This is an optimization exercise on Yosys and OpenROAD, whose aim is small area, a short achievable clock period and few clock cycles per item, not a production implementation.
RTL that was checked went through simulation tests only; none was proved equivalent to the original.

==> v1: inputs <==
## launch_grid_block_splitter
module launch_grid_block_splitter (
  input  logic         clk,
  input  logic         rst_n,
  input  logic         in_tvalid,
  output logic         in_tready,
  input  logic [191:0] in_tdata,
  input  logic         in_tuser,
  output logic         out_tvalid,
  input  logic         out_tready,
  output logic [191:0] out_tdata,
  input  logic         cfg_valid,
  output logic         cfg_ready,
  input  logic [2:0]   cfg_index,
  input  logic [30:0]  cfg_data
);
clock: 12.5 ns
lec_check: 0
cap_margin: 20
core_margin: 2
core_utilization: 40
slew_margin: 20
run.sh (not shown) runs the stock make flow with config.mk's settings and CLKGATE_MAP_FILE= SYNTH_SCRIPT=/design/flow/synth_recipe.tcl, a recipe that flattens the netlist after the stock synthesis.
==> v31 (differences from v1) <==
- CAP_MARGIN: 20 -> 50
- SETUP_SLACK_MARGIN: unset -> 5
- SLEW_MARGIN: 20 -> 50
==> summary.txt <==
CP Launch Point state_r[1]$_SDFF_PN0_; achievable frequency 152 MHz; DRT Pass-1 Iters 9; CTS buffer count 72; vias 49800; n_diodes 9; Worst Tran Pin Value 0.869 ns; share of layout cells above drive strength 1 7.75%; run status no timing/DRC/antenna violations; min Tclk post-route 6.58 ns
the above is filed under v31

==> summary.txt <==
Net count, final 6805; vias 49600; n_diodes 5; achievable frequency 145 MHz; run status no timing/DRC/antenna violations; DRT Pass-1 Iters 8; min Tclk post-route 6.90 ns; Worst Tran Pin Value 1.26 ns; CTS buffer count 75
the above is filed under v1

Function was not checked in any run of this note: the RTL went through the layout flow alone.

* * *

==> inputs of build 25 <==
launch_grid_block_splitter, a different RTL version from the one above (not shown whole).
export LEC_CHECK = 0
export CAP_MARGIN = 50
export CORE_MARGIN = 2
export CORE_UTILIZATION = 40
export SLEW_MARGIN = 50
export SETUP_SLACK_MARGIN = 8
export BUFFER_PORTS_ARGS = -buffer_cell sky130_fd_sc_hd__buf_1
create_clock -name core_clock -period 12.5 [get_ports {clk}]
standard.sh (not shown) runs the stock make flow with config.mk's settings and CLKGATE_MAP_FILE= SYNTH_SCRIPT=/design/flow/synth_recipe.tcl, a recipe that flattens the netlist after the stock synthesis.
==> flow/flow/run.sh <==
#!/bin/bash
set -euo pipefail
SETUP_MARGIN=8
cp standard.sh standard.sh.txt
grep -v '^export SETUP_SLACK_MARGIN\|^export BUFFER_PORTS_ARGS' config.mk > config.mk.new
echo "export SETUP_SLACK_MARGIN = ${SETUP_MARGIN}" >> config.mk.new
echo "export BUFFER_PORTS_ARGS = -buffer_cell sky130_fd_sc_hd__buf_1" >> config.mk.new
mv config.mk.new config.mk
bash standard.sh > standard.log 2>&1
==> inputs of build 97, as changes to build 25 <==
--- a/flow/design.v
+++ b/flow/design.v
@@ -95,13 +95,14 @@
   logic [1:0]  dim_r;
   logic [1:0]  status_r;
   logic [11:0] thr_r;
   logic [30:0] gx_r, gy_r, gz_r;
   logic [33:0] bx_r, by_r, bz_r;
-  logic        c_ext_r, c_amb_r, c_geq_r, c_b1_r;
+  logic        c_ext_r, c_geq_r, c_b1_r;
   logic [5:0]  psum_r;
   logic        limz_r, gz0_r, l0_r;
+  logic [5:0]  gmsb_r;      
   logic        mu_busy_r;
   logic        mu_sq_r, mu_mul_r, mu_div_r;
   logic        mu_srcx_r;
   logic [5:0]  mu_j_r;      
   logic        mu_last_r;
@@ -147,11 +148,11 @@
   assign nbit    = src_run[mu_j_r];
   logic        sq_skip;
   logic        sbit;
   logic        n_is1;
   assign sq_skip = (src_msb != 6'd0);
-  assign n_is1   = (gz_r == 31'd1);
+  assign n_is1   = (state_r == S_TDIV) ? (bz_r == 34'd1) : (gz_r == 31'd1);
   assign sbit    = src_now[src_msb - 6'd1];
   lgbs_mdu u_mdu (
     .op_mul (mu_mul_r),
     .op_div (mu_div_r),
     .bit_i  (mu_bit_r),
@@ -173,12 +174,12 @@
     gzf      = {gz_r[30:1], gz_r[0] | gz0_r};
     lf       = {bz_r[30:1], bz_r[0] | l0_r};
     pm       = msb_idx({23'd0, cur_mb});
     pg       = msb_idx({3'd0, cur_mg});
     lim_zero = (cur_mb == 11'd0) || (cur_mg == 31'd0);
-    ext_sure = limz_r || (src_msb > psum_r + 6'd1);
-    ext_amb  = !ext_sure && (src_msb >= psum_r);
+    ext_sure = limz_r || (gmsb_r > psum_r + 6'd1);
+    ext_amb  = !ext_sure && (gmsb_r >= psum_r);
     g_lt_mb  = (gzf[30:11] == 20'd0) && (gzf[10:0] < x_r[10:0]);
     g_le_mb  = (gzf[30:11] == 20'd0) && (gzf[10:0] <= x_r[10:0]);
     m1       = g_lt_mb ? gzf[10:0] : x_r[10:0];
     l_lt_m1  = (lf[30:11] == 20'd0) && (lf[10:0] < m1);
     g_le_l   = (gzf <= lf);
@@ -242,17 +243,22 @@
     end else if (state_r == S_THRR) begin
       thr_nx = (acc_r[33:11] != 23'd0) ? 12'd2048 : acc_r[11:0];
     end
   end
   assign thr_gt   = thr_nx > {1'b0, mt_r};
-  assign act_go   = ((state_r == S_DACT) && !c_ext_r && !c_amb_r) ||
+  logic geq_now, b1_now, sel_nd, sel_b1;
+  assign geq_now  = g_le_mb && g_le_l;
+  assign b1_now   = (bsel == 31'd1);
+  assign sel_nd   = (state_r == S_DCHK) ? (!b1_now && !geq_now) : need_div;
+  assign sel_b1   = (state_r == S_DCHK) ? b1_now : c_b1_r;
+  assign act_go   = ((state_r == S_DCHK) && !ext_sure && !ext_amb) ||
                     ((state_r == S_EXTC) && !ext_gt);
-  assign go_tdiv  = act_go && tiled_r && need_div;
-  assign go_zext  = ((state_r == S_DACT) && c_ext_r) || ((state_r == S_EXTC) && ext_gt);
+  assign go_tdiv  = act_go && tiled_r && sel_nd;
+  assign go_zext  = ((state_r == S_DCHK) && ext_sure) || ((state_r == S_EXTC) && ext_gt);
   assign thr_mul  = !(bz_r == 34'd1 || bz_r == 34'd0 || thr_r == 12'd0 || thr_r == 12'd1 ||
                       bz_r[33:11] != 23'd0);
-  assign dim_done = (act_go && tiled_r && !need_div && c_b1_r) ||
+  assign dim_done = (act_go && tiled_r && !sel_nd && sel_b1) ||
                     ((state_r == S_GLOOP) && !g_gt_mg && (bz_r == 34'd1)) ||
                     ((state_r == S_THR) && !thr_mul) || (state_r == S_THRR);
   logic fin_ev;
   assign fin_ev   = last_dim && (dim_done || ((state_r == S_DLOAD) && !dim_act));
   always_comb begin
@@ -264,17 +270,16 @@
       S_IDLE:  if (start) state_n = S_DCHK;
       S_DLOAD: begin
         if (dim_r < nd_r)  state_n = S_DCHK;
         else if (last_dim) state_n = thr_gt ? S_ZERO : S_DONE;
       end
-      S_DCHK:  state_n = S_DACT;
-      S_DACT: begin
-        if (c_ext_r)       state_n = S_ZERO;
-        else if (c_amb_r)  state_n = S_EXTM;
+      S_DCHK: begin
+        if (ext_sure)      state_n = S_ZERO;
+        else if (ext_amb)  state_n = S_EXTM;
         else if (!tiled_r) state_n = S_GLOOP;
-        else if (need_div) state_n = S_TDIV;
-        else if (c_b1_r)   state_n = last_dim ? (thr_gt ? S_ZERO : S_DONE) : S_DLOAD;
+        else if (sel_nd)   state_n = S_TDIV;
+        else if (b1_now)   state_n = last_dim ? (thr_gt ? S_ZERO : S_DONE) : S_DLOAD;
         else               state_n = S_THR;
       end
       S_EXTM:  state_n = S_EXTS;           
       S_EXTS: begin                         
         mu_start = 1'b1;
@@ -478,11 +483,13 @@
       gb_r <= in_g;
     end else if (state_r == S_EXTM) begin
       gb_r <= cur_mg;
     end else if (state_r == S_THR) begin
       gb_r <= {19'd0, thr_r};
-    end else if (go_tdiv || (state_r == S_AMULW && mu_done)) begin
+    end else if (state_r == S_DCHK) begin
+      gb_r <= gzf;                        
+    end else if ((state_r == S_EXTC) || (state_r == S_AMULW && mu_done)) begin
       gb_r <= gz_r;
     end
     if (dim_done) dim_r <= dim_r + 2'd1;
     case (state_r)
       S_IDLE: begin
@@ -497,10 +504,11 @@
     if (dload) begin
         status_r <= 2'd0;
         psum_r   <= pm + pg;
         limz_r   <= lim_zero;
         gz0_r    <= (in_g == 31'd0);
+        gmsb_r   <= msb_idx({3'd0, in_g});
         l0_r     <= (in_l == 31'd0);
         gx_r <= gy_r;
         gy_r <= gz_r;
         bx_r <= by_r;
         by_r <= bz_r;
@@ -513,24 +521,26 @@
           if (!last_dim) dim_r <= dim_r + 2'd1;
         end
     end
     case (state_r)
       S_DCHK: begin
-        c_ext_r <= ext_sure;
-        c_amb_r <= ext_amb;
-        c_geq_r <= g_le_mb && g_le_l;
-        c_b1_r  <= (bsel == 31'd1);
+        c_geq_r <= geq_now;
+        c_b1_r  <= b1_now;
         bz_r    <= {3'd0, bsel};
-        gz_r    <= (g_le_mb && g_le_l) ? 31'd1 : gzf;
+        gz_r    <= geq_now ? 31'd1 : gzf;
+        if (go_zext) begin
+          status_r <= 2'd1;
+          dim_r    <= 2'd0;
+        end
       end
-      S_DACT, S_EXTC: begin
+      S_EXTC: begin
         if (go_zext) begin
           status_r <= 2'd1;
           dim_r    <= 2'd0;
         end
-        if (go_tdiv) gz_r <= bz_r[30:0];
       end
+      S_TDIV:  gz_r <= bz_r[30:0];
       S_AMULW: if (mu_done) gz_r <= gb_r;
       S_ADIV:  bz_r <= acc_r;
       S_TCEIL: gz_r <= inc_out;
       S_THR, S_THRR: thr_r <= thr_nx;
       S_FSH: begin
==> flow/flow/run.sh (replaced) <==
#!/bin/bash
set -euo pipefail
SETUP_MARGIN=7
cp standard.sh standard.sh.txt
grep -v '^export SETUP_SLACK_MARGIN\|^export BUFFER_PORTS_ARGS' config.mk > config.mk.new
echo "export SETUP_SLACK_MARGIN = ${SETUP_MARGIN}" >> config.mk.new
echo "export BUFFER_PORTS_ARGS = -buffer_cell sky130_fd_sc_hd__buf_1" >> config.mk.new
mv config.mk.new config.mk
bash standard.sh > standard.log 2>&1
--- a/flow/config.mk
+++ b/flow/config.mk
@@ -7,7 +7,7 @@
 export LEC_CHECK = 0
 export CAP_MARGIN = 50
 export CORE_MARGIN = 2
 export CORE_UTILIZATION = 40
 export SLEW_MARGIN = 50
-export SETUP_SLACK_MARGIN = 8
+export SETUP_SLACK_MARGIN = 7
 export BUFFER_PORTS_ARGS = -buffer_cell sky130_fd_sc_hd__buf_1
==> inputs of build 58, as changes to build 25 <==
--- a/flow/design.v
+++ b/flow/design.v
@@ -95,13 +95,14 @@
   logic [1:0]  dim_r;
   logic [1:0]  status_r;
   logic [11:0] thr_r;
   logic [30:0] gx_r, gy_r, gz_r;
   logic [33:0] bx_r, by_r, bz_r;
-  logic        c_ext_r, c_amb_r, c_geq_r, c_b1_r;
+  logic        c_ext_r, c_geq_r, c_b1_r;
   logic [5:0]  psum_r;
   logic        limz_r, gz0_r, l0_r;
+  logic [5:0]  gmsb_r;      
   logic        mu_busy_r;
   logic        mu_sq_r, mu_mul_r, mu_div_r;
   logic        mu_srcx_r;
   logic [5:0]  mu_j_r;      
   logic        mu_last_r;
@@ -147,11 +148,11 @@
   assign nbit    = src_run[mu_j_r];
   logic        sq_skip;
   logic        sbit;
   logic        n_is1;
   assign sq_skip = (src_msb != 6'd0);
-  assign n_is1   = (gz_r == 31'd1);
+  assign n_is1   = (state_r == S_TDIV) ? (bz_r == 34'd1) : (gz_r == 31'd1);
   assign sbit    = src_now[src_msb - 6'd1];
   lgbs_mdu u_mdu (
     .op_mul (mu_mul_r),
     .op_div (mu_div_r),
     .bit_i  (mu_bit_r),
@@ -173,12 +174,12 @@
     gzf      = {gz_r[30:1], gz_r[0] | gz0_r};
     lf       = {bz_r[30:1], bz_r[0] | l0_r};
     pm       = msb_idx({23'd0, cur_mb});
     pg       = msb_idx({3'd0, cur_mg});
     lim_zero = (cur_mb == 11'd0) || (cur_mg == 31'd0);
-    ext_sure = limz_r || (src_msb > psum_r + 6'd1);
-    ext_amb  = !ext_sure && (src_msb >= psum_r);
+    ext_sure = limz_r || (gmsb_r > psum_r + 6'd1);
+    ext_amb  = !ext_sure && (gmsb_r >= psum_r);
     g_lt_mb  = (gzf[30:11] == 20'd0) && (gzf[10:0] < x_r[10:0]);
     g_le_mb  = (gzf[30:11] == 20'd0) && (gzf[10:0] <= x_r[10:0]);
     m1       = g_lt_mb ? gzf[10:0] : x_r[10:0];
     l_lt_m1  = (lf[30:11] == 20'd0) && (lf[10:0] < m1);
     g_le_l   = (gzf <= lf);
@@ -242,17 +243,22 @@
     end else if (state_r == S_THRR) begin
       thr_nx = (acc_r[33:11] != 23'd0) ? 12'd2048 : acc_r[11:0];
     end
   end
   assign thr_gt   = thr_nx > {1'b0, mt_r};
-  assign act_go   = ((state_r == S_DACT) && !c_ext_r && !c_amb_r) ||
+  logic geq_now, b1_now, sel_nd, sel_b1;
+  assign geq_now  = g_le_mb && g_le_l;
+  assign b1_now   = (bsel == 31'd1);
+  assign sel_nd   = (state_r == S_DCHK) ? (!b1_now && !geq_now) : need_div;
+  assign sel_b1   = (state_r == S_DCHK) ? b1_now : c_b1_r;
+  assign act_go   = ((state_r == S_DCHK) && !ext_sure && !ext_amb) ||
                     ((state_r == S_EXTC) && !ext_gt);
-  assign go_tdiv  = act_go && tiled_r && need_div;
-  assign go_zext  = ((state_r == S_DACT) && c_ext_r) || ((state_r == S_EXTC) && ext_gt);
+  assign go_tdiv  = act_go && tiled_r && sel_nd;
+  assign go_zext  = ((state_r == S_DCHK) && ext_sure) || ((state_r == S_EXTC) && ext_gt);
   assign thr_mul  = !(bz_r == 34'd1 || bz_r == 34'd0 || thr_r == 12'd0 || thr_r == 12'd1 ||
                       bz_r[33:11] != 23'd0);
-  assign dim_done = (act_go && tiled_r && !need_div && c_b1_r) ||
+  assign dim_done = (act_go && tiled_r && !sel_nd && sel_b1) ||
                     ((state_r == S_GLOOP) && !g_gt_mg && (bz_r == 34'd1)) ||
                     ((state_r == S_THR) && !thr_mul) || (state_r == S_THRR);
   logic fin_ev;
   assign fin_ev   = last_dim && (dim_done || ((state_r == S_DLOAD) && !dim_act));
   always_comb begin
@@ -264,17 +270,16 @@
       S_IDLE:  if (start) state_n = S_DCHK;
       S_DLOAD: begin
         if (dim_r < nd_r)  state_n = S_DCHK;
         else if (last_dim) state_n = thr_gt ? S_ZERO : S_DONE;
       end
-      S_DCHK:  state_n = S_DACT;
-      S_DACT: begin
-        if (c_ext_r)       state_n = S_ZERO;
-        else if (c_amb_r)  state_n = S_EXTM;
+      S_DCHK: begin
+        if (ext_sure)      state_n = S_ZERO;
+        else if (ext_amb)  state_n = S_EXTM;
         else if (!tiled_r) state_n = S_GLOOP;
-        else if (need_div) state_n = S_TDIV;
-        else if (c_b1_r)   state_n = last_dim ? (thr_gt ? S_ZERO : S_DONE) : S_DLOAD;
+        else if (sel_nd)   state_n = S_TDIV;
+        else if (b1_now)   state_n = last_dim ? (thr_gt ? S_ZERO : S_DONE) : S_DLOAD;
         else               state_n = S_THR;
       end
       S_EXTM:  state_n = S_EXTS;           
       S_EXTS: begin                         
         mu_start = 1'b1;
@@ -478,11 +483,13 @@
       gb_r <= in_g;
     end else if (state_r == S_EXTM) begin
       gb_r <= cur_mg;
     end else if (state_r == S_THR) begin
       gb_r <= {19'd0, thr_r};
-    end else if (go_tdiv || (state_r == S_AMULW && mu_done)) begin
+    end else if (state_r == S_DCHK) begin
+      gb_r <= gzf;                        
+    end else if ((state_r == S_EXTC) || (state_r == S_AMULW && mu_done)) begin
       gb_r <= gz_r;
     end
     if (dim_done) dim_r <= dim_r + 2'd1;
     case (state_r)
       S_IDLE: begin
@@ -497,10 +504,11 @@
     if (dload) begin
         status_r <= 2'd0;
         psum_r   <= pm + pg;
         limz_r   <= lim_zero;
         gz0_r    <= (in_g == 31'd0);
+        gmsb_r   <= msb_idx({3'd0, in_g});
         l0_r     <= (in_l == 31'd0);
         gx_r <= gy_r;
         gy_r <= gz_r;
         bx_r <= by_r;
         by_r <= bz_r;
@@ -513,24 +521,26 @@
           if (!last_dim) dim_r <= dim_r + 2'd1;
         end
     end
     case (state_r)
       S_DCHK: begin
-        c_ext_r <= ext_sure;
-        c_amb_r <= ext_amb;
-        c_geq_r <= g_le_mb && g_le_l;
-        c_b1_r  <= (bsel == 31'd1);
+        c_geq_r <= geq_now;
+        c_b1_r  <= b1_now;
         bz_r    <= {3'd0, bsel};
-        gz_r    <= (g_le_mb && g_le_l) ? 31'd1 : gzf;
+        gz_r    <= geq_now ? 31'd1 : gzf;
+        if (go_zext) begin
+          status_r <= 2'd1;
+          dim_r    <= 2'd0;
+        end
       end
-      S_DACT, S_EXTC: begin
+      S_EXTC: begin
         if (go_zext) begin
           status_r <= 2'd1;
           dim_r    <= 2'd0;
         end
-        if (go_tdiv) gz_r <= bz_r[30:0];
       end
+      S_TDIV:  gz_r <= bz_r[30:0];
       S_AMULW: if (mu_done) gz_r <= gb_r;
       S_ADIV:  bz_r <= acc_r;
       S_TCEIL: gz_r <= inc_out;
       S_THR, S_THRR: thr_r <= thr_nx;
       S_FSH: begin
==> flow/flow/run.sh (replaced) <==
#!/bin/bash
set -euo pipefail
SETUP_MARGIN=6
cp standard.sh standard.sh.txt
grep -v '^export SETUP_SLACK_MARGIN\|^export BUFFER_PORTS_ARGS' config.mk > config.mk.new
echo "export SETUP_SLACK_MARGIN = ${SETUP_MARGIN}" >> config.mk.new
echo "export BUFFER_PORTS_ARGS = -buffer_cell sky130_fd_sc_hd__buf_1" >> config.mk.new
mv config.mk.new config.mk
bash standard.sh > standard.log 2>&1
--- a/flow/config.mk
+++ b/flow/config.mk
@@ -7,7 +7,7 @@
 export LEC_CHECK = 0
 export CAP_MARGIN = 50
 export CORE_MARGIN = 2
 export CORE_UTILIZATION = 40
 export SLEW_MARGIN = 50
-export SETUP_SLACK_MARGIN = 8
+export SETUP_SLACK_MARGIN = 6
 export BUFFER_PORTS_ARGS = -buffer_cell sky130_fd_sc_hd__buf_1
==> comparison table <==
Last element of the critical path: build 58 mu_bit_r; build 25 c_b1_r; build 97 x_r[0]
Number of DRC markers in iteration 0: build 58 8103; build 25 7516; build 97 7181
Part of the cycle the worst path needs: build 58 50.5%; build 25 41.1%; build 97 43.0%
DPL Wire Length: build 58 165000 um; build 25 164000 um; build 97 164000 um
Final min period: build 58 6320 ps; build 25 5130 ps; build 97 5370 ps
Net total in the final layout: build 58 6875; build 25 7306; build 97 6933
PostCTS Resize Cnt: build 58 1; build 25 518; build 97 66
Placed instance count: build 58 7786; build 25 7937; build 97 7798
Post-synthesis share of cell area spent on full adders, half adders and majority gates: build 58 11.1%; build 25 10.9%; build 97 11.1%
Outcome: build 58 complete, no violations; build 25 complete, no violations; build 97 complete, no violations
Worst slack at placement: build 58 5940 ps; build 25 5840 ps; build 97 6060 ps
Non-CTS inverters: build 58 430; build 25 423; build 97 430
Clock buffer and inverter area fraction after layout: build 58 4.37%; build 25 4.14%; build 97 4.37%
Max-Slew Margin vs Limit: build 58 44.9%; build 25 37.6%; build 97 44.3%
Wire length of the first global-routing pass: build 58 324000 um; build 25 339000 um; build 97 322000 um
Number of sequential storage elements: build 58 586; build 25 582; build 97 586
Max FO, Critical Path: build 58 17; build 25 6; build 97 12
Later-pin clock latency in the skew report: build 58 690 ps; build 25 730 ps; build 97 730 ps
Pin count of the biggest net entering global routing: build 58 81; build 25 104; build 97 79
Testbench counts of build 25, summed over its fixed seeds: cycles 54,186, items 320.
Testbench counts of build 97, summed over its fixed seeds: cycles 53,545, items 320.
Testbench counts of build 58, summed over its fixed seeds: cycles 53,545, items 320.

afterwards: timing with drivers on the ports:
The flow's constraints put no driver on any port. The routed layouts listed below were extracted and timed again, unchanged, in two steps. Step 1 assumes that a clkbuf_16 drives the clock port and a buf_2 every other input. Step 2 also shifts input and output timing later by t, the mid clock arrival at the registers, as if the neighbouring blocks saw the same clock. Three values: no drivers, after step 1, after step 2; two values: the first two.
run | shift t [ns] | setup slack, ns | cell pins on the clock port's net
v1 | 0.749 | 5.605 / 5.605 / 5.605 | 1
v31 | 0.754 | 5.921 / 5.921 / 5.921 | 1
build 25 | 0.778 | 7.366 / 7.366 / 7.343 | 1
build 97 | 0.781 | 7.126 / 7.126 / 6.604 | 1
build 58 | 0.739 | 6.184 / 6.184 / 6.184 | 1
After both steps every run listed still meets setup and hold. The setup slack of build 97, which loses most, moves by 0.000 ns with the drivers and by -0.522 ns with both steps.
